What follows belongs to an exercise in optimizing a design on an open flow for small area, a short achievable clock period and few clock cycles per item; a production flow would make more cautious choices. At most, simulation tests tie the RTL to the original design; equivalence was not proved. Power figures rest on the tool's default switching activity, not on a simulated workload.

== main ==
==> flow/design.v (excerpt) <==
module vec_normalize (
  input  logic               clk,
  input  logic               rst,
  input  logic               in_valid,
  output logic               in_ready,
  input  logic signed [27:0] real_1,
  input  logic signed [27:0] imag_1,
  input  logic signed [27:0] real_2,
  input  logic signed [27:0] imag_2,
  input  logic signed [55:0] norm_in,
  output logic               out_valid,
  input  logic               out_ready,
  output logic signed [27:0] q_real_1,
  output logic signed [27:0] q_imag_1,
  output logic signed [27:0] q_real_2,
  output logic signed [27:0] q_imag_2,
  output logic               div_zero,
  output logic               sat
);
  function automatic logic [56:0] bk_add(input logic [55:0] a, input logic [55:0] b, input logic ci);
    logic [56:0] g, p;
    logic [55:0] s;
    g = {a & b, ci};
    p = {a ^ b, 1'b0};
    for (int l = 0; l < 6; l++)
      for (int i = 0; i <= 56; i++)
        if (((i + 1) % (2 << l)) == 0 && i >= (1 << l)) begin
          g[i] = g[i] | (p[i] & g[i - (1 << l)]);
          p[i] = p[i] & p[i - (1 << l)];
        end
    for (int l = 5; l >= 0; l--)
      for (int i = 0; i <= 56; i++)
        if (((i + 1) % (2 << l)) == (1 << l) && i >= (2 << l))
          g[i] = g[i] | (p[i] & g[i - (1 << l)]);
  ...
Size in the first run: roughly 3,900 cells after synthesis, ~290 I/O pins.
clock: 11.0 ns
lec_check: 0
cap_margin: 20
core_margin: 2
core_utilization: 40
slew_margin: 20
standard.sh (not shown) runs the stock make flow with config.mk's settings and CLKGATE_MAP_FILE= SYNTH_SCRIPT=/design/flow/synth_recipe.tcl, a recipe that flattens the netlist after the stock synthesis.
==> flow/flow/run.sh <==
#!/bin/bash
# The standard flow, with its timing repair aimed at a period well below the
# clock's and plain buffers on the ports; make's output goes to standard.log,
# each ORFS step's to its own log under orfs/logs.
bash standard.sh SETUP_SLACK_MARGIN=7.5 TNS_END_PERCENT=100 CORE_UTILIZATION=40 CTS_CLUSTER_SIZE=30 CTS_CLUSTER_DIAMETER=60 \
  "BUFFER_PORTS_ARGS=-buffer_cell sky130_fd_sc_hd__buf_2" finish > standard.log 2>&1
What the feature branch does differently from main at the input level:
-- flow/design.v --
<<< main, line 42
  logic [26:0] s_a;        
  logic        s_sg;
  logic [45:0] y;          
  logic        y_sg;
  logic [27:0] xsel;
  logic [45:0] mys, myc;    
  logic [56:0] msum;
  logic        yok, load;
  logic        itag;       
>>> the feature branch, line 42
  logic [26:0] s_a;        
  logic        s_sg;
  logic [45:0] ys, yc;     
  logic        y_sg;
  logic [27:0] xsel;
  logic [45:0] mys, myc;    
  logic [56:0] msum;       
  logic        yok, load;
  logic        itag;       
<<< main, line 321
  assign mys = {cs258, cs256, cs254, cs252, cs250, cs248, cs246, cs244, cs242, cs240, cs238, cs236, cs234, cs232, cs230, cs228, cs226, cs224, cs222, cs220, cs218, cs216, cs214, cs212, cs210, cs208, cs206, cs204, cs202, cs200, cs198, cs196, cs194, cs192, cs190, cs188, cs186, cs184, cs182, cs180, ~s_sg, s_a[4], s_a[3], s_a[2], s_a[1], s_a[0]};
  assign myc = {cs259, cs257, cs255, cs253, cs251, cs249, cs247, cs245, cs243, cs241, cs239, cs237, cs235, cs233, cs231, cs229, cs227, cs225, cs223, cs221, cs219, cs217, cs215, cs213, cs211, cs209, cs207, cs205, cs203, cs201, cs199, cs197, cs195, cs193, cs191, cs189, cs187, cs185, cs183, cs181, cs179, 1'b0, 1'b0, 1'b0, 1'b0, s_sg};
  assign msum = {11'd0, mys} + {11'd0, myc};
  assign in_ready = acc;
  assign yok = ~acc & ycnt[1];    
>>> the feature branch, line 321
  assign mys = {cs258, cs256, cs254, cs252, cs250, cs248, cs246, cs244, cs242, cs240, cs238, cs236, cs234, cs232, cs230, cs228, cs226, cs224, cs222, cs220, cs218, cs216, cs214, cs212, cs210, cs208, cs206, cs204, cs202, cs200, cs198, cs196, cs194, cs192, cs190, cs188, cs186, cs184, cs182, cs180, ~s_sg, s_a[4], s_a[3], s_a[2], s_a[1], s_a[0]};
  assign myc = {cs259, cs257, cs255, cs253, cs251, cs249, cs247, cs245, cs243, cs241, cs239, cs237, cs235, cs233, cs231, cs229, cs227, cs225, cs223, cs221, cs219, cs217, cs215, cs213, cs211, cs209, cs207, cs205, cs203, cs201, cs199, cs197, cs195, cs193, cs191, cs189, cs187, cs185, cs183, cs181, cs179, 1'b0, 1'b0, 1'b0, 1'b0, s_sg};
  assign msum = bk_add({10'd0, ys}, {10'd0, yc}, 1'b0);
  assign in_ready = acc;
  assign yok = ~acc & ycnt[1];    
<<< main, line 327
    s_a  <= xsel[26:0] ^ {27{xsel[27]}};
    s_sg <= xsel[27];
    y    <= msum[45:0];
    y_sg <= s_sg;
    if (rst) begin
>>> the feature branch, line 327
    s_a  <= xsel[26:0] ^ {27{xsel[27]}};
    s_sg <= xsel[27];
    ys   <= mys;
    yc   <= myc;
    y_sg <= s_sg;
    if (rst) begin
<<< main, line 432
    always_ff @(posedge clk) begin
      if (ld[u]) begin
        r[u] <= {7'd0, y[45:9]};
        l[u] <= y[8:0];
        j[u] <= 5'd16;
      end else if (sk8[u]) begin
>>> the feature branch, line 433
    always_ff @(posedge clk) begin
      if (ld[u]) begin
        r[u] <= {7'd0, msum[45:9]};
        l[u] <= msum[8:0];
        j[u] <= 5'd16;
      end else if (sk8[u]) begin
==> run summary <==
Summary of the feature branch over main: final period demand of the worst path down 0.99 ns; average cell area after synthesis increased 0.45 µm²; critical path depth down 10; utilization went down 5.1 points; final cell count saw a decrease. Comparing sequential cell count for main and the feature branch, the bigger number came from the feature branch. Number of instances in the synthesized netlist: main vs the feature branch — no meaningful difference. main → the feature branch: portion of total power attributed to combinational logic shows a reduction of 10 points; total standard cell area after synthesis went up about 5%; area of the die went up about 5%.
Testbench counts of the feature branch, summed over its fixed seeds: cycles 9,352, items 512.
For main, only the layout was checked, not whether the RTL still works.

========
Another version of the RTL of vec_normalize (not shown whole).
Size: roughly 290 I/O pins, about 0.024 sq mm of cells after synthesis.
clock: 11.0 ns
lec_check: 0
cap_margin: 20
core_margin: 2
core_utilization: 40
slew_margin: 20
run.sh (not shown) runs the stock make flow with config.mk's settings and CLKGATE_MAP_FILE= SYNTH_SCRIPT=/design/flow/synth_recipe.tcl, a recipe that flattens the netlist after the stock synthesis.
Stock flow here: none of the scripts above is used.
Testbench counts at the start, summed over its fixed seeds: cycles 17,328, items 512.
Edit:
--- a/flow/design.v
+++ b/flow/design.v
@@ -72,15 +72,15 @@
     c4s = c2c ^ op6 ^ c3s;
     c4c = ((c2c & op6) | (c2c & c3s) | (op6 & c3s)) << 1;
     c5s = c3c ^ c4s ^ c4c;
     c5c = ((c3c & c4s) | (c3c & c4c) | (c4s & c4c)) << 1;
   end
   assign msum = bk_add({10'd0, ys}, {10'd0, yc}, 1'b0);
   assign in_ready = acc;
-  assign yok = in_valid & ~acc & ycnt[1];
+  assign yok = ~acc & ycnt[1];    
   always_ff @(posedge clk) begin
     s_a  <= xsel[26:0] ^ {27{xsel[27]}};
     s_sg <= xsel[27];
     ys   <= c5s[45:0];
     yc   <= c5c[45:0];
     y_sg <= s_sg;
     if (rst) begin
@@ -107,52 +107,54 @@
   logic        run, fin;
   logic [4:0]  j;          
   logic [52:0] r;          
   logic [8:0]  l;          
   logic [15:0] qp, qn;     
   logic        nz, c_sg, c_sat;
   logic [53:0] nrm;
+  logic [5:0]  nmsb;       
+  logic [5:0]  nmsb_in;
   logic        big, dz;
   logic [54:0] sm;         
   logic [53:0] t, d;
   logic [56:0] dsum;
   logic        ge, z3, z8, sk3, sk8, stp, last, satd, blocked, wr;
   logic [15:0] qp_n, qn_n;
   logic        nz_n;
   assign t = {r, l[8]};
   assign dsum = bk_add({2'd0, t}, {2'b11, ~nrm}, 1'b1);
   assign d = dsum[53:0];
   assign ge = ~dsum[55] & ~big;    
   always_comb begin
-    logic [54:0] v;
-    v = {big, nrm};
-    for (int l = 0; l < 6; l++)
-      for (int i = 0; i <= 54; i++)
-        if (((54 - i) >> l) % 2 == 1) v[i] = v[i] | v[54 - (((54 - i) >> l) << l) + 1];
-    sm = v;
+    nmsb_in = '0;
+    for (int i = 0; i < 54; i++) if (norm_in[i]) nmsb_in = 6'(i);
+  end
+  always_comb begin
+    sm[54] = big;
+    for (int i = 0; i < 54; i++) sm[i] = big | (6'(i) <= nmsb);
   end
   always_comb begin
     z3 = 1'b1;
     z8 = 1'b1;
     for (int i = 0; i < 53; i++) begin
       if (i + 4 <= 54) begin
         if (r[i] & ~sm[i+4]) z3 = 1'b0;
       end else if (r[i]) z3 = 1'b0;
       if (i + 9 <= 54) begin
         if (r[i] & ~sm[i+9]) z8 = 1'b0;
       end else if (r[i]) z8 = 1'b0;
     end
   end
-  assign sk8  = (j >= 5'd7) & z8;
-  assign sk3  = ~sk8 & (j >= 5'd2) & z3;
+  assign sk8  = (j >= 5'd8) & z8;
+  assign sk3  = ~sk8 & (j >= 5'd3) & z3;
   assign stp  = ~sk8 & ~sk3;
-  assign last = run & ((sk8 & j == 5'd7) | (sk3 & j == 5'd2) | (stp & j == 5'd0));
+  assign last = run & (j == 5'd0);
   assign satd = run & stp & (j == 5'd16) & ge;
   assign blocked = out_valid & ~out_ready;
-  assign wr   = (last | fin) & ~blocked;
+  assign wr   = (last | fin) & ~ov;
   assign load = yok & ((~run & ~fin) | wr);
   always_comb begin
     qp_n = qp;
     qn_n = qn;
     nz_n = nz;
     if (run) begin
       if (sk8) begin
@@ -191,27 +193,28 @@
     nz <= load ? 1'b0 : nz_n;
     if (satd) c_sat <= 1'b1;
     if (load) begin
       c_sg  <= y_sg;
       c_sat <= 1'b0;
       if (sidx == 2'd0) begin
         nrm <= norm_in[53:0];
+        nmsb <= nmsb_in;
         big <= norm_in[55] | norm_in[54] | (norm_in == '0);
         dz  <= norm_in[55] | (norm_in == '0);
       end
     end
     if (rst) begin
       run <= 1'b0;
       fin <= 1'b0;
     end else if (load) begin
       run <= 1'b1;
       fin <= 1'b0;
     end else begin
       if (run & (last | satd)) run <= 1'b0;
-      fin <= (fin & blocked) | satd | (last & blocked);
+      fin <= satd | ((fin | last) & ov);
     end
   end
   logic [3:0][16:0] ob;
   logic [1:0]       widx;
   logic             ov, osat, odz;
   logic [16:0]      wdat;
   always_comb begin
=> The changed run completed without violations. Setup slack got worse by 31 ps. Die area went up by a few percent. Count of clock-buffer cells in the layout went up by 1. Power grows by roughly a tenth. Wire length grows by about a fifth. Final area is higher by a few percent.
Testbench counts after the change, summed over its fixed seeds: cycles 17,444, items 512.

re-timing with driven ports:
In the flow no input, the clock included, has a driving cell. The finished layouts below were timed again as built, in two steps.
Step 1, drivers: a clkbuf_16 drives clk and a buf_2 each remaining input, both assumed.
Step 2, shift: input delay + t, output delay - t, t = (earliest + latest rising clock arrival at the registers) / 2. This alone moves slack from input paths to output paths.
a / b / c = ideal ports / drivers / drivers and shift; a / b = the first two.
run | t (ns) | setup WS [ns] | hold WS [ns] | worst data-port slew with drivers (ns) | pins driven straight from the clock port
main | 0.692 | 6.436 / 6.436 / 6.436 | 0.415 / 0.415 / 0.415 | 0.13 | 1
the feature branch | 0.660 | 7.423 / 7.390 / 6.774 | 0.393 / 0.393 / 0.393 | 0.12 | 1
the first run of note 2 | 0.641 | 5.599 / 5.599 / 5.599 | 0.405 / 0.405 / 0.405 | 0.06 | 1
the second run of note 2 | 0.635 | 5.568 / 5.568 / 5.568 | 0.404 / 0.404 / 0.404 | 0.11 | 1
After both steps setup and hold are still met in every run listed. For the feature branch, which loses most, drivers alone change the setup slack by -0.033 ns; drivers and shift together by -0.649 ns.
